This design comes from an exercise in tuning for small area and a short achievable clock period on the open sky130 flow, not from production work.
Where RTL was checked, it was by simulation tests only, not by an equivalence proof against the original.
The RTL of runs 4, 6 and 7 was laid out without a check of its function.
Power and IR drop assume default switching activity.

--- design.v ---
`default_nettype none
package fcb_pkg;
    typedef struct packed {
        logic [2:0]  address;
        logic [31:0] data;
        logic [3:0]  select;
        logic        stb;
        logic        we;
        logic        cyc;
    } wb_req_t;
    typedef struct packed {
        logic [29:0] reserved;
        logic        readback_en;
        logic        program_en;    
    } fcb_ctrl_t;
    typedef union packed {
        logic [31:0] raw;
        fcb_ctrl_t   fields;
    } fcb_ctrl_u;
    typedef struct packed {
        logic [26:0] reserved;
        logic        overrun;
        logic        checksum_mismatch;
        logic        checksum_match;
        logic        bitstream_done;
        logic        word_done;     
    } fcb_status_t;
    typedef struct packed {
        logic cfg_bit;
        logic shift;
    } chain_t;
endpackage
`default_nettype wire
`timescale 1ns/1ps
`default_nettype none
module fcb_top (
    input  wire                                       clk,
    input  wire                                       reset,
    input  wire [2:0]                                 bus_address,
    input  wire [31:0]                                bus_data,
    input  wire [3:0]                                 bus_select,
    input  wire                                       bus_stb,
    input  wire                                       bus_we,
    input  wire                                       bus_cyc,
    output logic [31:0]                               rd_data,
    output logic [8*32-1:0]  config_bits,
    output logic                                      global_reset
);
    localparam int NB = 8*32;
    localparam logic [1:0] S_IDLE = 2'd0, S_SHIFT = 2'd1, S_DONE = 2'd2;
    logic [31:0] ctrl, data_word, length, expected, rdbk_word;
    logic        prog_q, rb_q, data_wr;
    logic        st_word_done, st_done, st_match, st_mismatch, st_overrun;
    logic        word_done_p, done_p, overrun_p, match_p, mismatch_p;
    wire wr_en     = bus_stb & bus_we & bus_cyc;
    wire prog_rise = ctrl[0] & ~prog_q;
    wire rb_rise   = ctrl[1] & ~rb_q;
    function automatic logic [31:0] merge_bytes(input logic [31:0] old_val,
                                                input logic [31:0] new_val,
                                                input logic [3:0]  sel);
        logic [31:0] res;
        for (int i = 0; i < 4; i++)
            res[8*i +: 8] = sel[i] ? new_val[8*i +: 8] : old_val[8*i +: 8];
        merge_bytes = res;
    endfunction
    always_ff @(posedge clk or negedge reset) begin
        if (!reset) begin
            ctrl      <= '0;
            data_word <= '0;
            length    <= '0;
            expected  <= '0;
            data_wr   <= 1'b0;
            prog_q    <= 1'b0;
            rb_q      <= 1'b0;
            st_word_done <= 1'b0;
            st_done      <= 1'b0;
            st_match     <= 1'b0;
            st_mismatch  <= 1'b0;
            st_overrun   <= 1'b0;
        end else begin
            prog_q  <= ctrl[0];
            rb_q    <= ctrl[1];
            data_wr <= wr_en && (bus_address == 3'd1);
            if (wr_en && (bus_address == 3'd0)) ctrl      <= merge_bytes(ctrl, bus_data, bus_select);
            if (wr_en && (bus_address == 3'd1)) data_word <= merge_bytes(data_word, bus_data, bus_select);
            if (wr_en && (bus_address == 3'd2))  length    <= merge_bytes(length, bus_data, bus_select);
            if (wr_en && (bus_address == 3'd3))  expected  <= merge_bytes(expected, bus_data, bus_select);
            st_word_done <= word_done_p | (st_word_done & ~(prog_rise | data_wr));
            st_done      <= done_p      | (st_done      & ~prog_rise);
            st_match     <= match_p     | (st_match     & ~(prog_rise | rb_rise));
            st_mismatch  <= mismatch_p  | (st_mismatch  & ~(prog_rise | rb_rise));
            st_overrun   <= overrun_p   | (st_overrun   & ~prog_rise);
        end
    end
    always_comb begin
        rd_data = '0;
        if (bus_stb && !bus_we) begin
            case (bus_address)
                3'd0:   rd_data = ctrl;
                3'd1:   rd_data = data_word;
                3'd2:    rd_data = length;
                3'd3:    rd_data = expected;
                3'd4: rd_data = {27'd0, st_overrun, st_mismatch, st_match, st_done, st_word_done};
                3'd5:   rd_data = rdbk_word;
                default:          rd_data = '0;
            endcase
        end
    end
    assign global_reset = st_done;
    logic [1:0]  state;
    logic [31:0] tc1;
    logic [31:1] shift_word;
    logic        load;
    logic        running;
    logic        head_bit, head_shift;
    logic [NB-1:0] chain;
    wire st_idle   = (state == S_IDLE);
    wire st_shift  = (state == S_SHIFT);
    wire st_dn     = (state == S_DONE);
    wire start     = data_wr & ctrl[0] & st_idle;
    wire shift_now = start | st_shift;
    wire last_bit  = (tc1 == length);
    wire word_end  = (tc1[4:0] == 5'd0);
    assign load = done_p;
    always_ff @(posedge clk or negedge reset) begin
        if (!reset) begin
            state       <= S_IDLE;
            word_done_p <= 1'b0;
            done_p      <= 1'b0;
            overrun_p   <= 1'b0;
        end else begin
            word_done_p <= shift_now & (word_end | last_bit);
            done_p      <= shift_now & last_bit;
            overrun_p   <= data_wr & st_shift;
            case (state)
                S_IDLE:  if (!prog_rise && start) state <= last_bit ? S_DONE : S_SHIFT;
                S_SHIFT: if (last_bit) state <= S_DONE;
                         else if (word_end) state <= S_IDLE;
                S_DONE:  if (prog_rise) state <= S_IDLE;
                default: state <= S_IDLE;
            endcase
        end
    end
    always_ff @(posedge clk) begin
        if (prog_rise && !st_shift)
            tc1 <= 32'd1;
        else if (shift_now)
            tc1 <= tc1 + 32'd1;
        shift_word <= st_idle ? data_word[30:0] : {shift_word[30:1], 1'b0};
    end
    assign head_bit   = st_dn ? chain[NB-1] : (st_idle ? data_word[31] : shift_word[31]);
    assign head_shift = st_dn ? running : shift_now;
    always_ff @(posedge clk or negedge reset) begin
        if (!reset)
            chain <= '0;
        else if (head_shift)
            chain <= {chain[NB-2:0], head_bit};
    end
    always_ff @(posedge clk or negedge reset) begin
        if (!reset)
            config_bits <= '0;
        else if (load)
            config_bits <= chain;
    end
    logic [31:0] cnt1;
    logic        byte_vld, pf, fresh;
    logic [2:0]  fin;
    logic [7:0]  bacc;
    logic [15:0] sum_a, sum_bp;
    logic [7:0]  bval;
    wire tail     = chain[NB-1];
    wire rb_start = ctrl[1] & ~rb_q & st_done & ~running & (length != 32'd0);
    wire last     = (cnt1 == length);
    wire [2:0] bit_idx = cnt1[2:0] - 3'd1;
    always_comb begin
        for (int j = 0; j < 8; j++) begin
            if (bit_idx == 3'(7 - j))
                bval[j] = tail;
            else if (bit_idx > 3'(7 - j))
                bval[j] = bacc[j];
            else
                bval[j] = 1'b0;
        end
    end
    logic [16:0] a_s, a_t, b_s, b_t;
    logic [15:0] a_mod, b_mod, b_true;
    always_comb begin
        a_s   = {1'b0, sum_a} + {9'd0, bacc};
        a_t   = a_s - 17'(65521);
        a_mod = a_t[16] ? a_s[15:0] : a_t[15:0];
        b_s   = {1'b0, sum_bp} + {1'b0, sum_a};
        b_t   = b_s - 17'(65521);
        b_mod = b_t[16] ? b_s[15:0] : b_t[15:0];
        b_true = pf ? b_mod : sum_bp;
    end
    always_ff @(posedge clk or negedge reset) begin
        if (!reset) begin
            running    <= 1'b0;
            byte_vld   <= 1'b0;
            fin        <= '0;
            match_p    <= 1'b0;
            mismatch_p <= 1'b0;
            rdbk_word  <= '0;
            pf         <= 1'b0;
            fresh      <= 1'b1;
        end else begin
            if (running)
                rdbk_word <= {rdbk_word[30:0], tail};
            byte_vld <= running & ((bit_idx == 3'd7) | last);
            fin      <= {fin[1:0], running & last};
            if (rb_start)
                running <= 1'b1;
            else if (running & last)
                running <= 1'b0;
            pf <= byte_vld;
            if (byte_vld)
                fresh <= 1'b0;
            else if (rb_start)
                fresh <= 1'b1;
            match_p    <= fin[2] & ({sum_bp, sum_a} == expected);
            mismatch_p <= fin[2] & ({sum_bp, sum_a} != expected);
        end
    end
    always_ff @(posedge clk) begin
        if (rb_start)
            cnt1 <= 32'd1;
        else if (running)
            cnt1 <= cnt1 + 32'd1;
        if (running)
            bacc <= bval;
        if (byte_vld)
            sum_a <= fresh ? {8'd0, bacc} + 16'd1 : a_mod;
        if (byte_vld && fresh)
            sum_bp <= '0;
        else if (pf)
            sum_bp <= b_mod;
    end
endmodule
`default_nettype wire
--- flow/run.sh ---
#!/bin/bash
# The standard layout (standard.sh), with two changes:
#  - port buffers are buf_1 cells (buffer_ports -buffer_cell)
#  - clock tree synthesis inserts no dummy loads
# Each tool's output is kept in this folder: standard.log (make) and the
# ORFS logs under orfs/logs/.
export BUFFER_PORTS_ARGS="-buffer_cell sky130_fd_sc_hd__buf_1"
export CTS_ARGS="-sink_clustering_enable -repair_clock_nets -sink_clustering_size 16 -sink_clustering_max_diameter 50 -buf_list sky130_fd_sc_hd__clkbuf_8 -dont_use_dummy_load"
bash standard.sh > standard.log 2>&1
--- standard.sh ---
#!/bin/bash
# synth_recipe.tcl (not shown) runs the flow's synth.tcl, then flattens the netlist and writes it again
# the make line also repeats each setting of config.mk as NAME=value (left out here)
make -C /OpenROAD-flow-scripts/flow DESIGN_CONFIG=/design/flow/config.mk WORK_HOME=/design/flow/orfs CLKGATE_MAP_FILE= SYNTH_SCRIPT=/design/flow/synth_recipe.tcl "${@:-finish}"
--- config.mk ---
export PLATFORM = sky130hd
export DESIGN_NAME = fcb_top
export DESIGN_NICKNAME = fcb_top
export VERILOG_FILES = /design/flow/design.v
export SDC_FILE = /design/flow/constraint.sdc
export NUM_CORES = 4
export LEC_CHECK = 0
export CAP_MARGIN = 20
export CORE_MARGIN = 2
export CORE_UTILIZATION = 60
export PLACE_DENSITY = 0.75
export SETUP_SLACK_MARGIN = 4.3
export SLEW_MARGIN = 20
--- constraint.sdc ---
create_clock -name core_clock -period 8.0 [get_ports {clk}]
set_input_delay 1.6000 -clock core_clock [delete_from_list [all_inputs] [get_ports {clk}]]
set_output_delay 1.6000 -clock core_clock [all_outputs]
set_load 0.01 [all_outputs]
==> impl_results.md, run 1 <==
- Outcome: timing/DRC/antenna clean
- Total iterations of the first detailed-routing run: 7
- Sequential share of the synthesized area: 56.7%
- Top Family by Delay on Critical Path: buffers and inverters
- Top cells by area, synth: dfrtp_1, mux2_2, dfxtp_1
- Total gr overflow: 0
- P_leak: 18.7 nW
- Top-count cell post-synth: mux2_2
- Most frequent cells after synthesis: mux2_2, dfrtp_1, xnor2_1
- Hold slack: 357 ps
- Slew margin rel.: 20.7%
- DRC: 0
- Gr usage total: 27.5%
- Vias in the first global route: 23400
- DR vias: 23100
- Post-synth top area share: 48.4%
- Final WL: 85400 um
- Post-synth top area cell: dfrtp_1
- Crit path depth: 9
- Flop2flop setup slack: 4430 ps
- WHS Path Cells: 0
- Sink Count: 829
- Pwr/cell area: 189 nW/um^2
- # H-tree levels: 3
- Post-CTS Hold Fix Bufs: 0
- Die Ht: 248 um
- First-pass GRT wire length: 132000 um
- Number of library cell types mapped by synthesis: 91
- Crit-path cells: clkbuf_16 > buf_12 > clkinvlp_4 > buf_6 > nor2_4 > clkbuf_16 > a22oi_2 > a21oi_2 > buf_2
- Critical path peak fanout: 7
- Largest net degree at the start of global routing: 181
- Number of buffers added on ports: 332
- Slowest library cell on the worst path: clkbuf_16
- Core Area: 59000 sq um
- Worst path max stage delay: 220 ps
- Top_reg_cell synth: dfrtp_1
- Clock transition at path regs: 90 ps
- Peak VDD IR: 0.148 mV
- Req. time, crit path: 6400 ps
- Worst reg2reg path depth: 15
- Final ANT Viol Nets: 0
- Crit share post-route: 57.3%
- F_max: 218 MHz
- Startpoint types: input port
- HPWL after detailed placement: 58500 um
- CTS Buf Count: 78
- Root Driver: clkbuf_8
- Mean post-synth cell area: 13.4 sq um
- Most common cell on crit path: clkbuf_16
- Reg-to-reg endpoint: sum_a[8]
- # rows: 89
- Worst-Skew Late Latency: 680 ps
- Number of synthesized flops with an enable pin: 24
- Antenna violations before repair: 3
- Placed cells: 3686
- GPL Wtd Cong: 0.911
- Synth Instances: 2677
- CTS Buffer Depth: 3
- WL per Instance: 22.3 um
- Unrepaired setup endpoints after global routing: true
- Kind of critical path: input port to primary output
- Hold endpoint: fin[1]
- Worst setup EP type: primary output
- Asr flop ratio synth: 83.7%
- Min-delay src: fin[0]
- Cell area after synthesis: 35800 sq um
- Drt via density: 6.01
- Synthesis Warnings: 1
- Skew final: 88.7 ps
- Syn-to-layout area delta: 12.6%
- Max-cap violations: 0
- Final Non-Filler Cells: 3835
- Layout cells sized above 1: 34.8%
- Final critical-path required period: 4590 ps
- Die Width: 248 um
- Worst reg2reg startpoint: sum_a[0]
- Slew of the pin with the lowest slew margin: 1190 ps
- WP buf/inv: 6
- Initial drt markers: 1776
- Final setup violation count: 0
- Die Area: 61700 sq um
- Fin. Hold Viols: 0
- IO Count: 333
- Final setup TNS: 0 ps
- Worst EP arrival: 2990 ps
- Nets: 3141
- CTS tree: yes
- Max Slew Vio Count: 0
- Hold/Removal Path Class: flip-flop to flip-flop
- Flops & latches, synth: 829
- Initial Util: 60.7%
## layout by cell type, fill, tap and decap left out, drive strengths merged, types with 5 or more instances in the layout
cell / instances
a211oi: 9
a21o: 17
a21oi: 73
a22oi: 38
a31o: 5
a31oi: 11
and2: 11
and3: 41
and4: 11
buf: 414
clkbuf: 83
dfrtp: 693
dfxtp: 111
edfxtp: 24
ha: 35
inv: 31
mux2: 716
mux2i: 13
mux4: 16
nand2: 97
nand2b: 15
nand3: 36
nand4: 39
nor2: 121
nor2b: 8
nor3: 29
nor4: 21
o2111ai: 5
o211ai: 9
o21a: 7
o21ai: 45
o31a: 5
o31ai: 5
or3: 22
or4: 5
xnor2: 127
xor2: 46
## flip-flops by register name, summed over array words and instances (netlist names), 2 cells and up
name / count
bacc: 8
chain: 256
cnt1: 32
config_bits: 256
ctrl: 32
data_word: 32
expected: 32
fin: 3
length: 32
rdbk_word: 32
shift_word: 31
state: 2
sum_a: 16
sum_bp: 16
tc1: 32
## per-layer routing
metal / vias up / routed length, um / global-route usage [%]
li1: 10400 / - / -
met1: 11700 / 34300 / 35.3
met2: 780 / 41500 / 45.4
met3: 194 / 6440 / 6.84
met4: 0 / 3170 / 9.61
met5: - / 0 / 0
## worst max path at each step
stage              startpoint          end  slack, ps
3_5_place_dp   bus_address[0]  rd_data[10]       2490
4_1_cts        bus_address[0]  rd_data[30]       3500
2_1_floorplan  bus_address[2]  rd_data[30]       3920
5_1_grt        bus_address[0]   rd_data[7]       3450
3_3_place_gp   bus_address[0]   rd_data[5]       2560
6_report       bus_address[0]   rd_data[7]       3410
## kinds of logic (layout without fill, tap and decap cells)
family | after synthesis | after routing | share of synthesized area [%]
other | 0 | 4 | 0
DFF | 829 | 829 | 56.7
and+or+nand+nor | 470 | 471 | 6.92
AOI/OAI and AO/OA | 272 | 272 | 5.23
muxes | 745 | 745 | 23.9
xor gates and xnor gates | 174 | 174 | 4.29
buffers and inverters | 150 | 530 | 1.65
adders and majority gates | 37 | 37 | 1.33
## layout make-up
class	count	area, sq um
clock buffers	78	1070
well taps	773	967
multi-input cells	1699	15500
fillers	4229	18700
inverters	33	140
diodes	4	10.0
repair buffers	419	2330
flip-flops and latches	829	20300
## timing repair
action                                 4_1_cts  5_1_grt
pin swaps                                   15       39
setup endpoints to repair                   60       59
resized for setup                           72       63
buffers inserted                            24       37
endpoints found under the hold margin        0        0
gates cloned                                 5        1
## metrics by stage
stage                     cell area [sq um]  utilization, %  worst slack (ps)  power [mW]
after floorplan                       36200               -              3920        5.10
after global placement                38000            64.4              2560        5.38
after detailed placement              38000            64.4              2490        5.40
after CTS                             39700            67.3              3500        7.61
after global routing                  40300            68.3              3450        7.93
final                                 40300            68.3              3410        7.62
## power breakdown
part           leakage, nW  switching (mW)  total [mW]  internal [mW]
clock network        0.561            1.32        2.19          0.870
logic                 7.42           0.506       0.914          0.407
registers             10.7           0.200        4.53           4.33
==> inputs of run 2 (changes only) <==
--- a/flow/run.sh
+++ b/flow/run.sh
@@ -7,3 +7,3 @@
 export BUFFER_PORTS_ARGS="-buffer_cell sky130_fd_sc_hd__buf_1"
-export CTS_ARGS="-sink_clustering_enable -repair_clock_nets -sink_clustering_size 16 -sink_clustering_max_diameter 50 -buf_list sky130_fd_sc_hd__clkbuf_8 -dont_use_dummy_load"
+export CTS_ARGS="-sink_clustering_enable -repair_clock_nets -sink_clustering_size 24 -sink_clustering_max_diameter 60 -buf_list sky130_fd_sc_hd__clkbuf_16 -dont_use_dummy_load"
 bash standard.sh > standard.log 2>&1
--- a/config.mk
+++ b/config.mk
@@ -9,4 +9,4 @@
 export CORE_MARGIN = 2
-export CORE_UTILIZATION = 60
-export PLACE_DENSITY = 0.75
+export CORE_UTILIZATION = 70
+export PLACE_DENSITY = 0.85
 export SETUP_SLACK_MARGIN = 4.3
==> impl_results.md, run 2 <==
- Outcome: timing/DRC/antenna clean
- Antenna violations before repair: 0 (-3)
- Sink Count: 829 (unchanged)
- Leading cell type in the layout, fill and taps excluded: mux2_2
- Die Ht: 230 um (-7.3%)
- DR vias: 23400 (+1.3%)
- Finished Cell Area: 40200 sq um (-0.20%)
- Final ANT Viol Nets: 0 (unchanged)
- Number of synthesized flops with an enable pin: 24 (unchanged)
- Post-synth top area cell: dfrtp_1
- Req. time, crit path: 6400 ps (about the same)
- Min-delay src: fin[0]
- Mean post-synth cell area: 13.4 sq um (unchanged)
- Post-synth top area share: 48.4% (unchanged)
- Flop2flop setup slack: 4450 ps (+20 ps)
- Largest net degree at the start of global routing: 187 (+3.3%)
- Synth Instances: 2677 (unchanged)
- Number of library cell types mapped by synthesis: 91 (unchanged)
- Most frequent cells in the layout: mux2_2, dfrtp_1, buf_1
- Number of buffers added on ports: 332 (unchanged)
- CTS tree: yes
- Gr usage total: 33.8% (+6.3 points)
- Slew of the pin with the lowest slew margin: 1290 ps (+104 ps)
- First-pass GRT wire length: 139000 um (+5.8%)
- Total gr overflow: 0 (unchanged)
- Synthesis Warnings: 1 (unchanged)
- Placed cells: 3581 (-2.8%)
- Routing usage on met2: 54.7% (+9.3 points)
- Global routing met3 resource utilization: 8.13% (+1.3 points)
- Syn-to-layout area delta: 12.3%
- Final WL: 89200 um (+4.5%)
- Die Area: 53000 sq um (-14%)
- # H-tree levels: 2 (-1)
- Busiest grt layer: met2
- Flops & latches, synth: 829 (unchanged)
- Final critical-path required period: 4540 ps (-48.9 ps)
- # rows: 82 (-7.9%)
- Startpoint types: input port
- Placed instance area: 37900 sq um (-0.41%)
- Top_reg_cell synth: dfrtp_1
- Vias in the first global route: 24200 (+3.3%)
- Core Area: 50400 sq um (-15%)
- Skew final: 45.9 ps (-42.9 ps)
- Worst-Skew Late Latency: 630 ps (-50 ps)
- Fin. Hold Viols: 0 (unchanged)
- CTS Buffer Depth: 3 (unchanged)
- Most frequent cells after synthesis: mux2_2, dfrtp_1, xnor2_1
- Final setup TNS: 0 ps (unchanged)
- Asr flop ratio synth: 83.7% (unchanged)
- Worst EP arrival: 2940 ps (-50 ps)
- # diodes: 0 (-4)
- Nets: 3099 (-1.3%)
- Sequential share of the synthesized area: 56.7% (unchanged)
- CTS Buf Count: 50 (-36%)
- IO Count: 333 (unchanged)
- Peak VDD IR: 0.194 mV (+31%)
- Hold endpoint: fin[1]
- WL per Instance: 24.2 um (+8.7%)
- Drt via density: 6.33 (+5.4%)
- Final Non-Filler Cells: 3688 (-3.8%)
- Worst reg2reg startpoint: sum_a[0]
- DRC: 0 (unchanged)
- HPWL after detailed placement: 59800 um (+2.3%)
- Max-cap violations: 0 (unchanged)
- P_leak: 18.7 nW (-0.19%)
- Top cells by area, synth: dfrtp_1, mux2_2, dfxtp_1
- Total iterations of the first detailed-routing run: 7 (unchanged)
- Layout cells sized above 1: 33.9% (-0.91 points)
- Final setup violation count: 0 (unchanged)
- F_max: 220 MHz (+1.1%)
- Unrepaired setup endpoints after global routing: true
- Largest registers: chain: 256 flops, config_bits: 256 flops
- Reg-to-reg endpoint: sum_a[6]
- Critical path peak fanout: 9 (+2)
- Root Driver: clkbuf_16
- Worst setup EP type: primary output
- Kind of critical path: input port to primary output
- Initial Util: 71.1% (+10 points)
- Cell area after synthesis: 35800 sq um (unchanged)
- Hold/Removal Path Class: flip-flop to flip-flop
- Worst reg2reg path depth: 13 (-2)
- Slew margin rel.: 13.7% (-6.9 points)
- M1 GR Usage: 43.4% (+8.0 points)
- Max Slew Vio Count: 0 (unchanged)
- WHS Path Cells: 0 (unchanged)
- Clock transition at path regs: 90 ps (about the same)
- Initial drt markers: 1960 (+10%)
- GPL Wtd Cong: 0.951 (+4.3%)
- Die Width: 230 um (-7.3%)
- Crit share post-route: 56.7% (-0.61 points)
- Pwr/cell area: 195 nW/um^2 (+3.4%)
- Top-count cell post-synth: mux2_2
[run 2: cell types whose count changed in the layout (fill, tap and decap cells not counted), moves of 2 or more]
| cell | before | now |
|---|---|---|
| clkbuf_2 | 2 | 0 |
| buf_6 | 10 | 13 |
| a22oi_2 | 17 | 25 |
| buf_4 | 58 | 39 |
| diode_2 | 4 | 0 |
| a211oi_2 | 2 | 4 |
| clkbuf_16 | 2 | 51 |
| mux2i_1 | 9 | 13 |
| clkbuf_8 | 78 | 1 |
| a22oi_1 | 21 | 13 |
| mux2i_2 | 3 | 0 |
| bufbuf_16 | 0 | 2 |
[run 2: cells by family after synthesis]
| logic type | synth area share, % |
|---|---|
| flip-flops | 56.7 |
| multiplexers | 23.9 |
| AND/OR/NAND/NOR | 6.92 |
| AO/OA/AOI/OAI | 5.23 |
| XOR/XNOR | 4.29 |
| buffers and inverters | 1.65 |
| adder cells (fa/ha/maj) | 1.33 |
[run 2: power by group]
part           switching (mW)  internal (mW)  leakage, nW  total, mW
clock                    1.31           1.11        0.616       2.42
combinational           0.511          0.404         7.33      0.915
sequential              0.208           4.32         10.7       4.53
[run 2: area by class of cell]
type | instances | area (sq um)
fillers | 2872 | 10100
multi-input cells | 1699 | 15400
repair buffers | 405 | 2260
flip-flops and latches | 829 | 20300
well taps | 672 | 841
clock buffers | 50 | 1250
inverters | 33 | 140
[run 2: routing by layer]
layer / up-vias / wire, um / part of all wire, %
met1: 11800 / 34500 / 39
met4: 0 / 5080 / 5.7
met3: 284 / 7010 / 7.9
li1: 10300 / - / -
met2: 930 / 42600 / 48
met5: - / 0 / 0
[run 2: what timing repair did]
action / 4_1_cts / 5_1_grt
gates resized for setup: 92 / 36
buffers inserted: 38 / 13
cloned: 6 / 0
pin swaps: 25 / 30
hold buffers: 0 / 0
endpoints found under the setup margin: 60 / 65
[run 2: through the flow]
stage / power, mW / utilization, % / worst slack, ps / hold slack (ps)
after floorplan: 5.10 / - / 3920 / 331
after global placement: 5.38 / 75.2 / 2760 / 335
after detailed placement: 5.41 / 75.2 / 2680 / 350
after CTS: 7.83 / 79.4 / 3530 / 371
after global routing: 8.13 / 79.9 / 3380 / 384
final: 7.86 / 79.9 / 3460 / 368
[run 2: how the worst max path moves through the flow]
stage,slack [ps],cells after the start,start,endpoint
after floorplan,3920,7,bus_address[2],rd_data[30]
after global placement,2760,7,bus_address[0],rd_data[5]
after detailed placement,2680,7,bus_address[0],rd_data[7]
after CTS,3530,8,bus_address[0],rd_data[30]
after global routing,3380,9,bus_address[0],rd_data[2]
final,3460,9,bus_address[0],rd_data[21]
[run 2: worst max-delay path: stages]
cell        delay [ps]
clkbuf_16          110
buf_12             130
clkinvlp_4         110
buf_6              140
nor3_4             220
buf_12             180
a22oi_1            110
a21oi_2            170
buf_2              150
==> inputs of run 3 (changes only) <==
==> run.sh (new file) <==
#!/bin/bash
# synth_recipe.tcl (not shown) runs the flow's synth.tcl, then flattens the netlist and writes it again
# the make line also repeats each setting of config.mk as NAME=value (left out here)
make -C /OpenROAD-flow-scripts/flow DESIGN_CONFIG=/design/flow/config.mk WORK_HOME=/design/flow/orfs CLKGATE_MAP_FILE= SYNTH_SCRIPT=/design/flow/synth_recipe.tcl finish
--- a/config.mk
+++ b/config.mk
@@ -9,5 +9,3 @@
 export CORE_MARGIN = 2
-export CORE_UTILIZATION = 70
-export PLACE_DENSITY = 0.85
-export SETUP_SLACK_MARGIN = 4.3
+export CORE_UTILIZATION = 40
 export SLEW_MARGIN = 20
removed: flow/run.sh
removed: standard.sh
==> impl_results.md, run 3 <==
- # H-tree levels: 3 (+1)
- Die Area: 92000 sq um (+74%)
- Synth Area in Adders: 1.33% (unchanged)
- Synth Instances: 2677 (unchanged)
- Kind of critical path: input port to primary output
- Mean post-synth cell area: 13.4 sq um (unchanged)
- Skew final: 35.0 ps (-10.9 ps)
- WL per Instance: 22.2 um (-8.2%)
- GPL Wtd Cong: 0.894 (-6.0%)
- Drt via density: 5.38 (-15%)
- Synth Area in XOR/XNOR: 4.29% (unchanged)
- Syn-to-layout area delta: 21.5%
- Setup Fix Bufs, Post-CTS: 0 (-100%)
- Post-CTS Hold Fix Bufs: 0 (unchanged)
- Vias in the first global route: 23900 (-1.3%)
- Root Driver: clkbuf_16
- Top cells by area, synth: dfrtp_1, mux2_2, dfxtp_1
- Most frequent cells in the layout: mux2_2, dfrtp_1, clkdlybuf4s50_1
- Cell area after synthesis: 35800 sq um (unchanged)
- Final worst slack: 1850 ps (-1610 ps)
- # rows: 109 (+33%)
- Hold/Removal Path Class: flip-flop to flip-flop
- WHS Path Cells: 0 (unchanged)
- Final critical-path required period: 6150 ps (+1610 ps)
- Number of buffers added on ports: 332 (unchanged)
- Post-cts gate resize count: 0 (-100%)
- Final ANT Viol Nets: 0 (unchanged)
- Slew margin rel.: 25.7% (+12 points)
- Worst-Skew Late Latency: 650 ps (+20 ps)
- Unrepaired setup endpoints after global routing: false
- Largest registers: chain: 256 flops, config_bits: 256 flops
- Crit-path cells: clkdlybuf4s50_1 > clkinv_1 > buf_4 > nand2_1 > nor2_1 > buf_4 > a22oi_1 > a21oi_1 > clkdlybuf4s50_1
- Startpoint types: input port
- Slew of the pin with the lowest slew margin: 1110 ps (-179 ps)
- Crit share post-route: 76.8% (+20 points)
- Sequential share of the synthesized area: 56.7% (unchanged)
- WP buf/inv: 5 (-1)
- Number of library cell types mapped by synthesis: 91 (unchanged)
- Top Family by Delay on Critical Path: buffers and inverters
- F_max: 163 MHz (-26%)
- Fin. Hold Viols: 0 (unchanged)
- Max Slew Vio Count: 0 (unchanged)
- Critical path peak fanout: 19 (+10)
- Total iterations of the first detailed-routing run: 5 (-2)
- P_leak: 19.8 nW (+5.9%)
- Mux contribution to synthesized area: 23.9% (unchanged)
- HPWL after detailed placement: 67100 um (+12%)
- Core Area: 88500 sq um (+76%)
- Leading cell type in the layout, fill and taps excluded: mux2_2
- Sink Count: 829 (unchanged)
- Asr flop ratio synth: 83.7% (unchanged)
- Slowest library cell on the worst path: clkdlybuf4s50_1
- Top_reg_cell synth: dfrtp_1
- Post-synth top area cell: dfrtp_1
- Final setup TNS: 0 ps (unchanged)
- Worst setup EP type: primary output
- First-pass GRT wire length: 144000 um (+3.6%)
- Initial drt markers: 1428 (-27%)
- Crit path depth: 9 (unchanged)
- Final setup violation count: 0 (unchanged)
- Die Ht: 303 um (+32%)
- Synth Area in Compound Gates: 5.23% (unchanged)
- Max-cap violations: 0 (unchanged)
- Pwr Total: 9.66 mW (+23%)
- Worst path max stage delay: 630 ps (+410 ps)
- Antenna violations before repair: 3 (+3)
- Req. time, crit path: 6400 ps (about the same)
- Nets: 3090 (-0.29%)
- CTS Buf Count: 91 (+82%)
- Total gr overflow: 0 (unchanged)
- DR vias: 22900 (-2.1%)
- Layout cells sized above 1: 30.6% (-3.3 points)
- Worst EP arrival: 4550 ps (+1610 ps)
- Synthesis Warnings: 1 (unchanged)
- CTS tree: yes
- Flops & latches, synth: 829 (unchanged)
- Pre-CTS setup slack: 1780 ps (-904 ps)
- Post-Synth Simple-Gate Area: 6.92% (unchanged)
- Pwr/cell area: 222 nW/um^2 (+14%)
- Largest net degree at the start of global routing: 160 (-14%)
- Hold slack: 353 ps (-15.3 ps)
- Outcome: timing/DRC/antenna clean
- DRC: 0 (unchanged)
- Gr usage total: 20.5% (-13 points)
- Clock transition at path regs: 60 ps (-30 ps)
- Number of synthesized flops with an enable pin: 24 (unchanged)
- Main combinational cell family by area after synthesis: multiplexers
- Filler cells: 7691 (+170%)
- Die Width: 303 um (+32%)
- Top-count cell post-synth: mux2_2
- Initial Util: 40.5% (-31 points)
- Post-synth top area share: 48.4% (unchanged)
- Peak VDD IR: 0.171 mV (-12%)
- CTS Buffer Depth: 3 (unchanged)
- IO Count: 333 (unchanged)
- Most frequent cells after synthesis: mux2_2, dfrtp_1, xnor2_1
- Worst reg2reg path depth: 10 (-3)
- Final WL: 94500 um (+5.8%)
-- run 3: power by group --
group          total [mW]  internal [mW]  switching (mW)  leakage, nW
logic               0.858          0.369           0.489         7.54
registers            4.52           4.33           0.189         10.7
clock network        4.28           2.56            1.72         1.51
-- run 3: worst paths after layout --
path,start,endpoint,slack (ps)
hold reg to reg,fin[1],fin[2],350
hold / removal,fin[1],fin[2],350
max in group asynchronous,reset,done_p,5570
setup / recovery,bus_address[2],rd_data[5],1850
min in group asynchronous,reset,config_bits[54],960
setup reg to reg,bacc[3],sum_a[5],3660
-- run 3: metrics by stage --
step | utilization, % | std cells | area, sq um
floorplan | - | 2677 | 35800
global placement | 45.7 | 4080 | 40400
detailed placement | 45.7 | 4080 | 40400
CTS | 49.1 | 4248 | 43500
global route | 49.2 | 4249 | 43500
finish | 49.2 | 4250 | 43500
-- run 3: kinds of logic after synthesis --
family	Yosys count
buffers and inverters	150
and+or+nand+nor	470
DFF	829
muxes	745
adders and majority gates	37
xor gates and xnor gates	174
AOI/OAI and AO/OA	272
-- run 3: cell type report --
cell class                 instances  area, sq um  share of cell area (%)
inverter                          33          124                   0.284
timing repair buffer             356         3580                    8.22
clock inverter                    29          380                   0.874
clock buffer                     139         2700                    6.20
tap                             1165         1460                    3.35
antenna                            1         2.50                 0.00575
sequential                       829        20300                    46.7
multi-input combinational       1698        15000                    34.4
-- run 3: worst reg2reg max path: stages (launching register included) --
cell and delay [ps]:
edfxtp_1 500, ha_1 410, a21o_1 200, a21oi_1 350
and2_1 240, xnor2_1 200, nor4b_1 750, nand4_1 280
o21ai_2 650, a21boi_0 190, o31a_1 310
-- run 3: metal layers --
metal / share of wire (%) / wire length [um] / global-route usage [%]
met3: 8.8 / 8320 / 7.30
met4: 2.2 / 2110 / 5.58
met2: 47 / 44600 / 33.0
met1: 42 / 39400 / 26.1
met5: 0.0085 / 8 / 0
==> inputs of run 4 (changes only) <==
--- a/design.v
+++ b/design.v
@@ -94,16 +94,8 @@
     end
-    always_comb begin
-        rd_data = '0;
-        if (bus_stb && !bus_we) begin
-            case (bus_address)
-                3'd0:   rd_data = ctrl;
-                3'd1:   rd_data = data_word;
-                3'd2:    rd_data = length;
-                3'd3:    rd_data = expected;
-                3'd4: rd_data = {27'd0, st_overrun, st_mismatch, st_match, st_done, st_word_done};
-                3'd5:   rd_data = rdbk_word;
-                default:          rd_data = '0;
-            endcase
-        end
-    end
+    wire [31:0] status_w = {27'd0, st_overrun, st_mismatch, st_match, st_done, st_word_done};
+    wire        rd_en = bus_stb & ~bus_we;
+    wire [7:0]  rsel  = rd_en ? (8'd1 << bus_address) : 8'd0;
+    assign rd_data = ({32{rsel[0]}} & ctrl) | ({32{rsel[1]}} & data_word) |
+                     ({32{rsel[2]}} & length) | ({32{rsel[3]}} & expected) |
+                     ({32{rsel[4]}} & status_w) | ({32{rsel[5]}} & rdbk_word);
     assign global_reset = st_done;
==> flow/run.sh (new file) <==
#!/bin/bash
# The standard layout (standard.sh), with two changes:
#  - port buffers are buf_1 cells (buffer_ports -buffer_cell)
#  - clock tree synthesis inserts no dummy loads
# Each tool's output is kept in this folder: standard.log (make) and the
# ORFS logs under orfs/logs/.
export BUFFER_PORTS_ARGS="-buffer_cell sky130_fd_sc_hd__buf_1"
export CTS_ARGS="-sink_clustering_enable -repair_clock_nets -sink_clustering_size 24 -sink_clustering_max_diameter 60 -buf_list sky130_fd_sc_hd__clkbuf_16 -dont_use_dummy_load"
bash standard.sh > standard.log 2>&1
==> standard.sh (new file) <==
#!/bin/bash
# synth_recipe.tcl (not shown) runs the flow's synth.tcl, then flattens the netlist and writes it again
# the make line also repeats each setting of config.mk as NAME=value (left out here)
make -C /OpenROAD-flow-scripts/flow DESIGN_CONFIG=/design/flow/config.mk WORK_HOME=/design/flow/orfs CLKGATE_MAP_FILE= SYNTH_SCRIPT=/design/flow/synth_recipe.tcl "${@:-finish}"
--- a/config.mk
+++ b/config.mk
@@ -9,3 +9,5 @@
 export CORE_MARGIN = 2
-export CORE_UTILIZATION = 40
+export CORE_UTILIZATION = 70
+export PLACE_DENSITY = 0.85
+export SETUP_SLACK_MARGIN = 3.8
 export SLEW_MARGIN = 20
removed: run.sh
==> impl_results.md, run 4 <==
- Nets: 3023 (-2.2%)
- Peak VDD IR: 0.201 mV (+18%)
- Final setup violation count: 0 (unchanged)
- Leading cell type in the layout, fill and taps excluded: mux2_2
- First-pass GRT wire length: 137000 um (-5.2%)
- Slew margin rel.: 25.0% (-0.66 points)
- Max-cap violations: 0 (unchanged)
- CTS Buffer Depth: 3 (unchanged)
- Initial drt markers: 1768 (+24%)
- GPL Wtd Cong: 0.939 (+5.0%)
- WL per Instance: 24.0 um (+8.2%)
- Total gr overflow: 0 (unchanged)
- Asr flop ratio synth: 83.7% (unchanged)
- Total iterations of the first detailed-routing run: 8 (+3)
- Req. time, crit path: 6400 ps (about the same)
- HPWL after detailed placement: 60000 um (-11%)
- Top_reg_cell synth: dfrtp_1
- Slew of the pin with the lowest slew margin: 1120 ps (+9.91 ps)
- DRC: 0 (unchanged)
- CTS tree: yes
- Antenna violations before repair: 3 (unchanged)
- Final Non-Filler Cells: 3614 (-15%)
- # H-tree levels: 2 (-1)
- Crit share post-route: 57.3% (-20 points)
- # rows: 82 (-25%)
- Flops & latches, synth: 829 (unchanged)
- Syn-to-layout area delta: 10.8%
- Worst setup EP type: primary output
- Fin. Hold Viols: 0 (unchanged)
- Outcome: timing/DRC/antenna clean
- CTS Buf Count: 48 (-47%)
- F_max: 218 MHz (+34%)
- Top cells by area, synth: dfrtp_1, mux2_2, dfxtp_1
- Unrepaired setup endpoints after global routing: true
- DR vias: 22700 (-0.59%)
- IO Count: 333 (unchanged)
- Post-CTS Hold Fix Bufs: 0 (unchanged)
- Gr usage total: 33.5% (+13 points)
- P_leak: 18.4 nW (-7.1%)
- Hold/Removal Path Class: flip-flop to flip-flop
- Worst EP arrival: 2980 ps (-1570 ps)
- Placed cells: 3535 (-13%)
- Synth Instances: 2623 (-2.0%)
- Worst reg2reg path depth: 12 (+2)
- Largest registers: chain: 256 flops, config_bits: 256 flops
- Kind of critical path: input port to primary output
- Synthesis Warnings: 1 (unchanged)
- Drt via density: 6.29 (+17%)
- Die Area: 52400 sq um (-43%)
- Worst-Skew Late Latency: 620 ps (-30 ps)
- Final WL: 86900 um (-8.0%)
- Cell area after synthesis: 35400 sq um (-1.2%)
- Root Driver: clkbuf_16
- Number of library cell types mapped by synthesis: 90 (-1.1%)
- Top-count cell post-synth: mux2_2
- Clock transition at path regs: 90 ps (+30 ps)
- Skew final: 68.8 ps (+33.8 ps)
- Post-synth top area cell: dfrtp_1
- Die Width: 229 um (-25%)
- Final critical-path required period: 4580 ps (-1560 ps)
- Mean post-synth cell area: 13.5 sq um (+0.84%)
- Die Ht: 229 um (-25%)
- Initial Util: 70.7% (+30 points)
- Vias in the first global route: 23700 (-0.86%)
- WHS Path Cells: 0 (unchanged)
- Layout cells sized above 1: 32.2% (+1.6 points)
- Pwr/cell area: 193 nW/um^2 (-13%)
- Final setup TNS: 0 ps (unchanged)
- Most frequent cells after synthesis: mux2_2, dfrtp_1, xnor2_1
- Sink Count: 829 (unchanged)
- Largest net degree at the start of global routing: 189 (+18%)
- Number of synthesized flops with an enable pin: 24 (unchanged)
- Final ANT Viol Nets: 0 (unchanged)
- Core Area: 50100 sq um (-43%)
- Sequential share of the synthesized area: 57.4% (+0.69 points)
- Startpoint types: input port
- Number of buffers added on ports: 332 (unchanged)
- Pwr Total: 7.58 mW (-22%)
- Most frequent cells in the layout: mux2_2, dfrtp_1, buf_1
- Max Slew Vio Count: 0 (unchanged)
- Critical path peak fanout: 7 (-12)
- Post-synth top area share: 49.0% (+0.59 points)
==> run 4: cell count changes after synthesis, moves of 16 or more <==
cell | before | now
o21ai_0 | 40 | 68
xor2_1 | 46 | 65
mux2_2 | 716 | 732
a21oi_1 | 70 | 51
a22oi_1 | 38 | 57
==> run 4: area by class of cell <==
type,count,area [sq um]
flip-flops and latches,829,20300
multi-input cells,1655,14800
fillers,3031,10900
repair buffers,377,1980
clock buffers,48,1200
well taps,672,841
inverters,31,116
diodes,2,5.00
==> run 4: logic make-up after synthesis <==
family	count (synthesis)	synth area share (%)
AOI/OAI and AO/OA	261	4.95
adders and majority gates	37	1.35
buffers and inverters	141	1.59
and+or+nand+nor	418	6.18
xor gates and xnor gates	196	4.87
DFF	829	57.4
muxes	741	23.7
==> run 4: where the power goes <==
part | internal [mW] | total [mW] | switching [mW] | leakage [nW]
combinational | 0.329 | 0.720 | 0.391 | 7.05
clock | 1.06 | 2.35 | 1.29 | 0.592
sequential | 4.32 | 4.51 | 0.187 | 10.7
total | 5.71 | 7.58 | 1.87 | 18.4
==> run 4: per-layer routing <==
| layer | routed length, um | vias up | global-route usage [%] |
|---|---|---|---|
| met3 | 7000 | 245 | 8.25 |
| li1 | - | 10000 | - |
| met5 | 22 | - | 0 |
| met4 | 4190 | 4 | 15.2 |
| met2 | 41100 | 861 | 53.5 |
| met1 | 34600 | 11600 | 43.7 |
==> run 4: worst max-delay path, stage by stage <==
cell,delay [ps]
buf_12,100
or3b_4,450
buf_6,150
nor2_4,120
buf_6,160
a22oi_1,120
o21ai_1,120
buf_2,160
==> run 4: final timing paths <==
| path | from | to | slack (ps) |
|---|---|---|---|
| worst max-delay path | bus_we | rd_data[24] | 3420 |
| worst min-delay path | fin[1] | fin[2] | 330 |
| worst max register to register | sum_a[0] | sum_bp[9] | 4120 |
| worst min register to register | fin[1] | fin[2] | 330 |
| max in group asynchronous | reset | chain[203] | 5270 |
| min in group asynchronous | reset | chain[86] | 1060 |
==> run 4: per-stage QoR <==
| stage | hold WS (ps) | util, % | worst slack (ps) | area [sq um] |
|---|---|---|---|---|
| detailed placement | 338 | 74.4 | 2720 | 37300 |
| finish | 333 | 78.3 | 3420 | 39200 |
| CTS | 347 | 78.1 | 3500 | 39100 |
| floorplan | 331 | - | 3670 | 35500 |
| global route | 346 | 78.3 | 3380 | 39200 |
| global placement | 335 | 74.4 | 2810 | 37300 |
==> run 4: what timing repair did <==
action / CTS / global route
cloned: 6 / 0
resized for setup: 101 / 22
setup buffers: 20 / 3
pin swaps: 23 / 6
endpoints found under the setup margin: 32 / 36
==> inputs of run 5 (changes only) <==
--- a/design.v
+++ b/design.v
@@ -95,7 +95,13 @@
     wire [31:0] status_w = {27'd0, st_overrun, st_mismatch, st_match, st_done, st_word_done};
-    wire        rd_en = bus_stb & ~bus_we;
-    wire [7:0]  rsel  = rd_en ? (8'd1 << bus_address) : 8'd0;
-    assign rd_data = ({32{rsel[0]}} & ctrl) | ({32{rsel[1]}} & data_word) |
-                     ({32{rsel[2]}} & length) | ({32{rsel[3]}} & expected) |
-                     ({32{rsel[4]}} & status_w) | ({32{rsel[5]}} & rdbk_word);
+    logic [31:0] rd_lo, rd_hi;
+    always_comb begin
+        case (bus_address[1:0])
+            2'd0: rd_lo = ctrl;
+            2'd1: rd_lo = data_word;
+            2'd2: rd_lo = length;
+            default: rd_lo = expected;
+        endcase
+        rd_hi = bus_address[1] ? 32'd0 : (bus_address[0] ? rdbk_word : status_w);
+        rd_data = (bus_stb & ~bus_we) ? (bus_address[2] ? rd_hi : rd_lo) : 32'd0;
+    end
     assign global_reset = st_done;
==> impl_results.md, run 5 <==
- Outcome: timing/DRC/antenna clean
- P_leak: 18.5 nW (+0.63%)
- DRC: 0 (unchanged)
- Pre-CTS setup slack: 2290 ps (-433 ps)
- Leading cell type in the layout, fill and taps excluded: mux2_2
- Syn-to-layout area delta: 11.1%
- Worst setup EP type: primary output
- Placed cells: 3617 (+2.3%)
- GPL Wtd Cong: 0.968 (+3.2%)
- Die Ht: 230 um (+0.33%)
- Layout cells sized above 1: 31.6% (-0.56 points)
- Skew final: 50.3 ps (-18.6 ps)
- Register Area: 20300 sq um (unchanged)
- Sink Count: 829 (unchanged)
- IO Count: 333 (unchanged)
- First-pass GRT wire length: 138000 um (+0.61%)
- Filler cells: 2972 (-1.9%)
- Nets: 3110 (+2.9%)
- Critical path peak fanout: 4 (-3)
- WL per Instance: 23.9 um (-0.65%)
- HPWL after detailed placement: 60700 um (+1.2%)
- Total iterations of the first detailed-routing run: 7 (-1)
- Sequential share of the synthesized area: 57.0% (-0.38 points)
- Number of synthesized flops with an enable pin: 24 (unchanged)
- Largest registers: chain: 256 flops, config_bits: 256 flops
- Core Area: 50200 sq um (+0.20%)
- Metal3 WL: 7290 um (+4.3%)
- Final setup violation count: 0 (unchanged)
- Die Width: 230 um (+0.33%)
- Post-synth top area cell: dfrtp_1
- Final worst slack: 3490 ps (+72.6 ps)
- Fin. Hold Viols: 0 (unchanged)
- Cell area after synthesis: 35600 sq um (+0.67%)
- Worst path max stage delay: 290 ps (-160 ps)
- Most frequent cells after synthesis: mux2_2, dfrtp_1, xnor2_1
- Number of buffers added on ports: 332 (unchanged)
- Worst EP arrival: 2910 ps (-70 ps)
- CTS tree: yes
- Final Non-Filler Cells: 3703 (+2.5%)
- DR vias: 23200 (+2.1%)
- Synthesis Warnings: 1 (unchanged)
- Top cells by area, synth: dfrtp_1, mux2_2, dfxtp_1
- # rows: 82 (unchanged)
- Slew margin rel.: 20.8% (-4.2 points)
- Top_reg_cell synth: dfrtp_1
- Flops & latches, synth: 829 (unchanged)
- Post-Synth Simple-Gate Area: 6.34% (+0.16 points)
- Post-synth top area share: 48.7% (-0.33 points)
- Kind of critical path: input port to primary output
- Vias in the first global route: 23800 (+0.31%)
- Startpoint types: input port
- Die Area: 52700 sq um (+0.66%)
- Largest net degree at the start of global routing: 201 (+6.3%)
- Worst-Skew Late Latency: 610 ps (about the same)
- Clock transition at path regs: 90 ps (about the same)
- Peak VDD IR: 0.205 mV (+1.8%)
- Synth Instances: 2717 (+3.6%)
- Most frequent cells in the layout: mux2_2, dfrtp_1, buf_1
- Final setup TNS: 0 ps (unchanged)
- Number of library cell types mapped by synthesis: 77 (-14%)
- Crit-path cells: buf_12 > buf_12 > mux2_4 > o221a_4 > a31oi_1 > o21ai_1 > and2_1 > buf_2
- Top-count cell post-synth: mux2_2
- F_max: 222 MHz (+1.6%)
- Final Util: 78.9% (+0.56 points)
- Synth Area in Compound Gates: 5.33% (+0.38 points)
- Flop2flop setup slack: 3960 ps (-160 ps)
- CTS Buf Count: 48 (unchanged)
- Synth Area in Adders: 1.34% (-0.0090 points)
- Post-Route M1 WL: 35100 um (+1.4%)
- Mux contribution to synthesized area: 23.5% (-0.12 points)
- Antenna violations before repair: 5 (+2)
- Drt via density: 6.27 (-0.33%)
- Pwr/cell area: 188 nW/um^2 (-2.5%)
- CTS Buffer Depth: 3 (unchanged)
- Final WL: 88500 um (+1.8%)
- Crit share post-route: 56.4% (-0.91 points)
- Most common cell on crit path: buf_12
- Unrepaired setup endpoints after global routing: true
- Main combinational cell family by area after synthesis: multiplexers
- Met2 routed WL: 41700 um (+1.5%)
- Final ANT Viol Nets: 0 (unchanged)
- Root Driver: clkbuf_16
- Max Slew Vio Count: 0 (unchanged)
- Gr usage total: 33.6% (+0.12 points)
- Slew of the pin with the lowest slew margin: 1190 ps (+62.6 ps)
- Mean post-synth cell area: 13.1 sq um (-2.8%)
- Asr flop ratio synth: 83.7% (unchanged)
- Slowest library cell on the worst path: mux2_4
- Multi-input logic area: 15000 sq um (+1.8%)
- Synth Area in XOR/XNOR: 4.67% (-0.20 points)
- Req. time, crit path: 6400 ps (about the same)
- Initial drt markers: 1988 (+12%)
- Initial Util: 71.0% (+0.33 points)
- Top layer in use: met5
- Max-cap violations: 0 (unchanged)
- Final critical-path required period: 4510 ps (-72.6 ps)
- Hold/Removal Path Class: flip-flop to flip-flop
- # H-tree levels: 2 (unchanged)
- Total gr overflow: 0 (unchanged)
-- run 5: critical path: cells and delay by family --
| family | cells | cell delay, ps |
|---|---|---|
| buf+inv | 3 | 370 |
| compound gates | 3 | 490 |
| simple gates | 1 | 150 |
| mux | 1 | 290 |
-- run 5: logic make-up after synthesis --
kind of cell,Yosys count
DFF,829
AOI/OAI and AO/OA,309
adders and majority gates,37
buffers and inverters,167
xor gates and xnor gates,190
muxes,746
and+or+nand+nor,439
-- run 5: cell type report --
type	instances	share of cell area (%)
well taps	672	2.12
diodes	4	0.0253
repair buffers	383	5.00
clock buffers	48	3.04
multi-input cells	1722	38.0
flip-flops and latches	829	51.3
inverters	45	0.503
-- run 5: report_power, final --
group          switching [mW]  total [mW]  internal (mW)  leakage, nW
Combinational           0.313       0.589          0.276         7.17
Sequential              0.197        4.51           4.31         10.7
Clock                    1.30        2.36           1.07        0.592
-- run 5: final timing paths --
kind,startpoint,end,cells after the start
min,fin[0],fin[1],0
min reg2reg,fin[0],fin[1],0
max,bus_address[0],rd_data[30],8
max in group asynchronous,reset,chain[5],2
min in group asynchronous,reset,data_word[11],1
max reg2reg,sum_a[0],sum_bp[9],12
-- run 5: routing by layer --
| metal | global-route usage [%] | vias up |
|---|---|---|
| met5 | 0 | - |
| met4 | 15.0 | 2 |
| met3 | 7.59 | 249 |
| met2 | 53.1 | 884 |
| met1 | 45.0 | 11800 |
| li1 | - | 10300 |
-- run 5: timing repair --
item	CTS	global route
setup buffers	9	18
gates resized for setup	77	16
endpoints found under the setup margin	54	44
pin swaps	12	9
hold buffers	0	0
cloned	7	0
-- run 5: through the flow --
| stage | hold slack, ps | area [sq um] | power [mW] |
|---|---|---|---|
| floorplan | 331 | 35700 | 4.83 |
| global placement | 338 | 37600 | 5.09 |
| detailed placement | 339 | 37600 | 5.11 |
| CTS | 359 | 39400 | 7.46 |
| global route | 364 | 39600 | 7.69 |
| finish | 360 | 39600 | 7.46 |
==> inputs of run 6 (changes only) <==
--- a/design.v
+++ b/design.v
@@ -32,2 +32,23 @@
 endpackage
+`default_nettype wire
+`timescale 1ns/1ps
+`default_nettype none
+module fcb_rdmux (
+    input  wire [2:0]   bus_address,
+    input  wire         bus_stb,
+    input  wire         bus_we,
+    input  wire [31:0]  ctrl,
+    input  wire [31:0]  data_word,
+    input  wire [31:0]  length,
+    input  wire [31:0]  expected,
+    input  wire [31:0]  status,
+    input  wire [31:0]  rdbk_word,
+    output logic [31:0] rd_data
+);
+    wire       rd_en = bus_stb & ~bus_we;
+    wire [7:0] rsel  = rd_en ? (8'd1 << bus_address) : 8'd0;
+    assign rd_data = ({32{rsel[0]}} & ctrl) | ({32{rsel[1]}} & data_word) |
+                     ({32{rsel[2]}} & length) | ({32{rsel[3]}} & expected) |
+                     ({32{rsel[4]}} & status) | ({32{rsel[5]}} & rdbk_word);
+endmodule
 `default_nettype wire
@@ -94,14 +115,14 @@
     end
-    wire [31:0] status_w = {27'd0, st_overrun, st_mismatch, st_match, st_done, st_word_done};
-    logic [31:0] rd_lo, rd_hi;
-    always_comb begin
-        case (bus_address[1:0])
-            2'd0: rd_lo = ctrl;
-            2'd1: rd_lo = data_word;
-            2'd2: rd_lo = length;
-            default: rd_lo = expected;
-        endcase
-        rd_hi = bus_address[1] ? 32'd0 : (bus_address[0] ? rdbk_word : status_w);
-        rd_data = (bus_stb & ~bus_we) ? (bus_address[2] ? rd_hi : rd_lo) : 32'd0;
-    end
+    fcb_rdmux i_rdmux (
+        .bus_address (bus_address),
+        .bus_stb     (bus_stb),
+        .bus_we      (bus_we),
+        .ctrl        (ctrl),
+        .data_word   (data_word),
+        .length      (length),
+        .expected    (expected),
+        .status      ({27'd0, st_overrun, st_mismatch, st_match, st_done, st_word_done}),
+        .rdbk_word   (rdbk_word),
+        .rd_data     (rd_data)
+    );
     assign global_reset = st_done;
--- a/config.mk
+++ b/config.mk
@@ -13 +13,3 @@
 export SLEW_MARGIN = 20
+export SYNTH_HIERARCHICAL = 1
+export SYNTH_MINIMUM_KEEP_SIZE = 0
==> impl_results.md, run 6 <==
- DR vias: 23900 (+3.0%)
- Sink Count: 829 (unchanged)
- WL per Instance: 25.3 um (+6.0%)
- Final WL: 94800 um (+7.2%)
- Startpoint types: input port
- Number of buffers added on ports: 332 (unchanged)
- Crit-path cells: clkbuf_16 > buf_16 > mux2i_1 > o221ai_4 > buf_6
- Pwr/cell area: 185 nW/um^2 (-1.8%)
- Synthesis Warnings: 7 (+6)
- Final setup violation count: 0 (unchanged)
- Die Ht: 232 um (+1.2%)
- Unrepaired setup endpoints after global routing: true
- Fin. Hold Viols: 0 (unchanged)
- Post-CTS Hold Fix Bufs: 0 (unchanged)
- Nets: 3146 (+1.2%)
- Sequential share of the synthesized area: 55.6% (-1.4 points)
- Skew final: 65.6 ps (+15.4 ps)
- Mean post-synth cell area: 13.4 sq um (+2.1%)
- Top-count cell post-synth: mux2_2
- Top_reg_cell synth: dfrtp_1
- Peak VDD IR: 0.191 mV (-6.7%)
- Max Slew Vio Count: 0 (unchanged)
- Total iterations of the first detailed-routing run: 6 (-1)
- Worst setup EP type: primary output
- DRC: 0 (unchanged)
- HPWL after detailed placement: 62800 um (+3.5%)
- Vias in the first global route: 24600 (+3.3%)
- Outcome: timing/DRC/antenna clean
- Die Width: 232 um (+1.2%)
- CTS Buffer Depth: 3 (unchanged)
- Die Area: 54000 sq um (+2.5%)
- Most frequent cells after synthesis: mux2_2, dfrtp_1, xnor2_1
- Req. time, crit path: 6400 ps (about the same)
- Antenna violations before repair: 4 (-1)
- Synth Instances: 2727 (+0.37%)
- Final critical-path required period: 4410 ps (-102 ps)
- Most frequent cells in the layout: mux2_2, dfrtp_1, buf_1
- Top cells by area, synth: dfrtp_1, mux2_2, dfxtp_1
- Flops & latches, synth: 829 (unchanged)
- Core Area: 51400 sq um (+2.5%)
- Asr flop ratio synth: 83.7% (unchanged)
- Gr usage total: 35.0% (+1.4 points)
- Slew of the pin with the lowest slew margin: 1050 ps (-137 ps)
- GPL Wtd Cong: 0.911 (-5.9%)
- CTS Buf Count: 50 (+4.2%)
- Syn-to-layout area delta: 11.2%
- Slew margin rel.: 30.0% (+9.1 points)
- Critical path peak fanout: 34 (+30)
- # rows: 83 (+1.2%)
- Max-cap violations: 0 (unchanged)
- Worst-Skew Late Latency: 620 ps (about the same)
- Number of synthesized flops with an enable pin: 24 (unchanged)
- P_leak: 19.1 nW (+3.2%)
- # H-tree levels: 2 (unchanged)
- Drt via density: 6.39 (+1.8%)
- F_max: 227 MHz (+2.3%)
- Total gr overflow: 0 (unchanged)
- Clock transition at path regs: 80 ps (about the same)
- Initial Util: 71.1% (about the same)
- Number of library cell types mapped by synthesis: 87 (+13%)
- Kind of critical path: input port to primary output
- IO Count: 333 (unchanged)
- Crit share post-route: 55.1% (-1.3 points)
- Initial drt markers: 2066 (+3.9%)
- Post-synth top area cell: dfrtp_1
- Largest registers: chain: 256 flops, config_bits: 256 flops
- Post-synth top area share: 47.5% (-1.2 points)
- Largest net degree at the start of global routing: 195 (-3.0%)
- Slowest library cell on the worst path: mux2i_1
- Layout cells sized above 1: 32.1% (+0.44 points)
- Worst path max stage delay: 480 ps (+190 ps)
- Final ANT Viol Nets: 0 (unchanged)
- Leading cell type in the layout, fill and taps excluded: mux2_2
- Worst EP arrival: 2810 ps (-100 ps)
- First-pass GRT wire length: 144000 um (+4.6%)
- Root Driver: clkbuf_16
- Cell area after synthesis: 36500 sq um (+2.5%)
- Final setup TNS: 0 ps (unchanged)
- Hold slack: 354 ps (-5.86 ps)
- Hold/Removal Path Class: flip-flop to flip-flop
- CTS tree: yes
-- run 6: changes by cell type after synthesis, moves of 19 or more --
cell,change
o221ai_2,+30
a21oi_1,-74
mux2_2,-30
mux2_4,+30
mux2i_1,+59
nand2_1,+19
o21ai_0,-39
-- run 6: final cells by class --
type | count | area [sq um]
Antenna cell | 3 | 7.51
Clock buffer | 50 | 1250
Fill cell | 2937 | 10800
Inverter | 33 | 124
Multi-Input combinational cell | 1769 | 16000
Sequential cell | 829 | 20300
Tap cell | 680 | 851
Timing Repair Buffer | 382 | 2080
-- run 6: what timing repair did --
action	4_1_cts	5_1_grt
buffers inserted	14	6
gates cloned	11	1
resized for setup	109	37
pin swaps	9	4
setup endpoints to repair	41	49
-- run 6: kinds of logic (layout without fill, tap and decap cells) --
| kind of cell | after synthesis | in the layout | synth area share, % |
|---|---|---|---|
| flip-flops | 829 | 829 | 55.6 |
| multiplexers | 805 | 805 | 24.9 |
| AND/OR/NAND/NOR | 496 | 500 | 7.02 |
| AO/OA/AOI/OAI | 219 | 219 | 4.83 |
| XOR/XNOR | 181 | 181 | 4.34 |
| buffers and inverters | 159 | 465 | 2.00 |
| adder cells (fa/ha/maj) | 37 | 37 | 1.31 |
| other | 1 | 30 | 0.0103 |
-- run 6: worst paths after layout --
path / depth (start not counted) / to / slack (ps) / startpoint
setup / recovery: 5 / rd_data[19] / 3590 / bus_address[1]
hold reg to reg: 0 / fin[1] / 350 / fin[0]
hold / removal: 0 / fin[1] / 350 / fin[0]
min in group asynchronous: 1 / data_word[23] / 1120 / reset
setup reg to reg: 12 / sum_bp[2] / 3940 / sum_a[0]
max in group asynchronous: 3 / config_bits[88] / 4950 / reset
-- run 6: routing by layer --
metal	wire length, um	vias up	share of wire, %	GRT usage (%)
met4	5010	4	5.3	16.9
met1	36900	12200	39	45.6
met5	23	-	0.024	0
met2	44600	973	47	55.3
li1	-	10400	-	-
met3	8330	295	8.8	8.69
-- run 6: critical path, delay by kind of cell --
family	cells	cell delay [ps]
buffers and inverters	3	530
muxes	1	480
AOI/OAI and AO/OA	1	170
-- run 6: metrics by stage --
| stage | setup slack, ps | instances | instance area [sq um] | utilization, % | power [mW] |
|---|---|---|---|---|---|
| floorplan | 4060 | 2753 | 36600 | - | 4.84 |
| global placement | 2300 | 3659 | 38400 | 74.6 | 5.07 |
| detailed placement | 2220 | 3659 | 38400 | 74.6 | 5.09 |
| CTS | 3700 | 3734 | 40300 | 78.5 | 7.49 |
| global route | 3570 | 3745 | 40600 | 79.0 | 7.75 |
| finish | 3590 | 3746 | 40600 | 79.0 | 7.52 |
-- run 6: report_power, final --
part           internal (mW)  switching, mW
sequential              4.31          0.175
combinational          0.270          0.329
clock                   1.11           1.33
-- run 6: per-module statistics from Yosys, one instance, submodules excluded --
module | copies in the design | flip-flops and latches | cells | cell area (sq um)
fcb_rdmux | 1 | 0 | 185 | 1940
fcb_top | 1 | 829 | 2542 | 34600
==> inputs of run 7 (changes only) <==
--- a/design.v
+++ b/design.v
@@ -203,3 +203,3 @@
     end
-    logic [16:0] a_s, a_t, b_s, b_t;
+    logic [16:0] a_s, a_t, b_s, b_u, cs_s, cs_c;
     logic [15:0] a_mod, b_mod, b_true;
@@ -210,4 +210,6 @@
         b_s   = {1'b0, sum_bp} + {1'b0, sum_a};
-        b_t   = b_s - 17'(65521);
-        b_mod = b_t[16] ? b_s[15:0] : b_t[15:0];
+        cs_s  = {1'b0, sum_bp ^ sum_a ^ 16'd15};
+        cs_c  = {(sum_bp & sum_a) | ((sum_bp | sum_a) & 16'd15), 1'b0};
+        b_u   = cs_s + cs_c;
+        b_mod = b_u[16] ? b_u[15:0] : b_s[15:0];
         b_true = pf ? b_mod : sum_bp;
==> impl_results.md, run 7 <==
- Unrepaired setup endpoints after global routing: true
- Critical path peak fanout: 8 (-76%)
- GPL Wtd Cong: 0.939 (+3.0%)
- Top-count cell post-synth: mux2_2
- Outcome: timing/DRC/antenna clean
- Fin. Hold Viols: 0 (unchanged)
- Most frequent cells in the layout: mux2_2, dfrtp_1, buf_1
- P_leak: 19.1 nW (+0.18%)
- Sequential share of the synthesized area: 55.4% (-0.21 points)
- Initial drt markers: 2050 (-0.77%)
- F_max: 228 MHz (+0.51%)
- Worst EP arrival: 2790 ps (-20 ps)
- Largest net degree at the start of global routing: 205 (+5.1%)
- Number of buffers added on ports: 332 (unchanged)
- CTS Buf Count: 49 (-2.0%)
- Req. time, crit path: 6400 ps (about the same)
- Total iterations of the first detailed-routing run: 5 (-1)
- Peak VDD IR: 0.200 mV (+4.9%)
- Worst setup EP type: primary output
- Sw Ratio: 25.2% (+0.85 points)
- Post-synth top area share: 47.3% (-0.18 points)
- # rows: 83 (unchanged)
- Max-cap violations: 0 (unchanged)
- Top cells by area, synth: dfrtp_1, mux2_2, dfxtp_1
- Sink Count: 829 (unchanged)
- # H-tree levels: 2 (unchanged)
- IO Count: 333 (unchanged)
- Slowest library cell on the worst path: nor3b_4
- Psw: 1.96 mW (+6.7%)
- Startpoint types: input port
- Die Area: 54200 sq um (+0.37%)
- Top_reg_cell synth: dfrtp_1
- Initial Util: 71.2% (+0.12 points)
- WL per Instance: 23.4 um (-7.6%)
- Post-CTS Hold Fix Bufs: 0 (unchanged)
- Skew final: 61.1 ps (-4.56 ps)
- Register share of total power: 58.3% (-1.3 points)
- Syn-to-layout area delta: 10.3%
- Number of synthesized flops with an enable pin: 24 (unchanged)
- CTS Buffer Depth: 3 (unchanged)
- Final setup TNS: 0 ps (unchanged)
- P_int: 5.80 mW (+2.0%)
- Core Area: 51500 sq um (+0.20%)
- Final Non-Filler Cells: 3713 (-0.88%)
- Root Driver: clkbuf_16
- Synth Instances: 2706 (-0.77%)
- Final WL: 86800 um (-8.4%)
- Crit share post-route: 54.8% (-0.28 points)
- Die Ht: 233 um (+0.18%)
- Crit-path cells: buf_8 > nor3b_4 > buf_6 > buf_12 > nand2b_4 > o221ai_2 > buf_2
- Kind of critical path: input port to primary output
- Pwr/cell area: 192 nW/um^2 (+3.6%)
- Cell area after synthesis: 36700 sq um (+0.37%)
- Slew of the pin with the lowest slew margin: 1070 ps (+15.0 ps)
- Drt via density: 6.15 (-3.7%)
- Vias in the first global route: 23800 (-3.2%)
- Synthesis Warnings: 7 (unchanged)
- Slew margin rel.: 29.0% (-1.0 points)
- Gr usage total: 32.1% (-2.9 points)
- DRC: 0 (unchanged)
- Clock transition at path regs: 90 ps (about the same)
- Combinational share of power: 10.9% (+2.9 points)
- Antenna violations before repair: 4 (unchanged)
- Most frequent cells after synthesis: mux2_2, dfrtp_1, xnor2_1
- CTS tree: yes
- Layout cells sized above 1: 31.1% (-0.96 points)
- Hold/Removal Path Class: flip-flop to flip-flop
- Die Width: 233 um (+0.18%)
- HPWL after detailed placement: 58200 um (-7.3%)
- Worst-Skew Late Latency: 620 ps (about the same)
- Worst path max stage delay: 230 ps (-250 ps)
- Total gr overflow: 0 (unchanged)
- DR vias: 22800 (-4.6%)
- Largest registers: chain: 256 flops, config_bits: 256 flops
- Max Slew Vio Count: 0 (unchanged)
- Flops & latches, synth: 829 (unchanged)
- Placed cells: 3641 (-0.49%)
- Final setup violation count: 0 (unchanged)
- First-pass GRT wire length: 135000 um (-6.6%)
- Asr flop ratio synth: 83.7% (unchanged)
- Pwr Total: 7.75 mW (+3.1%)
- Final Util: 78.5% (-0.52 points)
- Final critical-path required period: 4390 ps (-22.5 ps)
- Nets: 3144 (-0.064%)
- Leading cell type in the layout, fill and taps excluded: mux2_2
- Post-synth top area cell: dfrtp_1
- Number of library cell types mapped by synthesis: 78 (-10%)
- Final ANT Viol Nets: 0 (unchanged)
- Filler cells: 2990 (+1.8%)
- Mean post-synth cell area: 13.5 sq um (+1.2%)
- Clock power share: 30.8% (-1.6 points)
[run 7: path summary, 6_finish.rpt]
check / to / slack (ps) / cells after the start / startpoint
setup / recovery: rd_data[21] / 3610 / 7 / bus_address[2]
hold / removal: fin[1] / 360 / 0 / fin[0]
setup reg to reg: sum_a[9] / 4190 / 10 / sum_a[0]
hold reg to reg: fin[1] / 360 / 0 / fin[0]
max in group asynchronous: chain[240] / 5170 / 3 / reset
min in group asynchronous: length[11] / 1070 / 1 / reset
[run 7: per-stage QoR]
step / hold WS, ps / cell area (sq um) / worst slack, ps
finish: 360 / 40400 / 3610
global placement: 333 / 38500 / 2490
global route: 365 / 40400 / 3590
CTS: 362 / 40300 / 3690
floorplan: 331 / 36800 / 4060
detailed placement: 341 / 38500 / 2410
[run 7: Yosys stat by module, one instance, submodules excluded]
module	flip-flops and latches	cells	area, sq um	times used
fcb_rdmux	0	185	1940	1
fcb_top	829	2521	34700	1
[run 7: final cells by class]
| cell class | count | area (sq um) | area share (%) |
|---|---|---|---|
| Multi-Input combinational cell | 1740 | 15900 | 39.4 |
| Antenna cell | 1 | 2.50 | 0.00619 |
| Clock buffer | 49 | 1230 | 3.03 |
| Inverter | 45 | 169 | 0.418 |
| Tap cell | 680 | 851 | 2.10 |
| Sequential cell | 829 | 20300 | 50.2 |
| Timing Repair Buffer | 369 | 1960 | 4.84 |
[run 7: layer usage]
| layer | vias up | routed length (um) | share of wire, % | GRT usage [%] |
|---|---|---|---|---|
| met2 | 784 | 41100 | 47 | 51.2 |
| li1 | 10200 | - | - | - |
| met1 | 11600 | 34900 | 40 | 41.9 |
| met3 | 216 | 6830 | 7.9 | 8.03 |
| met5 | - | 30 | 0.035 | 0 |
| met4 | 4 | 3990 | 4.6 | 14.2 |
[run 7: worst max-delay path: cells and delay by family]
family / cells / cell delay, ps
AO/OA/AOI/OAI: 1 / 220
buffers and inverters: 4 / 550
AND/OR/NAND/NOR: 2 / 400
[run 7: repair_timing]
item                                    CTS  global route
resized for setup                        90            16
buffers inserted                          8             2
gates cloned                              9             1
endpoints found under the setup margin   32            38
pin swaps                                 8             6
[run 7: cell families (layout without fill, tap and decap cells)]
family,after synthesis,in the layout,synth area share (%)
buffers and inverters,168,463,2.19
other,1,28,0.0102
AOI/OAI and AO/OA,224,224,4.63
muxes,816,816,25.1
DFF,829,829,55.4
and+or+nand+nor,405,410,5.43
adders and majority gates,66,66,2.52
xor gates and xnor gates,197,197,4.73
[run 7: power by group through the flow]
stage	combinational (mW)	sequential, mW	clock [mW]
after floorplan	0.590	4.50	0
after global placement	0.771	4.59	0
after detailed placement	0.799	4.60	0
after CTS	0.834	4.51	2.43
after global routing	0.927	4.53	2.57
final	0.847	4.52	2.39

[static timing again, ports no longer ideal]
No port has a modelled driver above. Below, the same layouts with a new extraction and two added sets of constraints.
Step 1: set_driving_cell puts a clkbuf_16 on clk and a buf_2 on each other input, an assumption about the parent block.
Step 2 moves the port delays by t, midway between the first and last clock arrival at a register: inputs arrive t later, outputs are due t later. That takes back most of the time a late clock gives input paths.
a / b / c = no drivers / after step 1 / after step 2; a / b = the first two.
run	shift t [ns]	slack for setup (ns)	worst setup path at the end
run 1	0.719	3.412 / 3.332 / 3.332	input to output
run 2	0.668	3.461 / 3.397 / 3.397	input to output
run 3	0.704	1.853 / 1.828 / 1.828	input to output
run 4	0.648	3.417 / 3.290 / 3.290	input to output
run 5	0.653	3.489 / 3.435 / 3.435	input to output
run 6	0.659	3.591 / 3.524 / 3.524	input to output
run 7	0.653	3.614 / 3.569 / 3.569	input to output
After both steps every run listed still meets setup and hold. For run 4, which loses most, drivers alone change the setup slack by -0.127 ns; drivers and shift together by -0.127 ns.
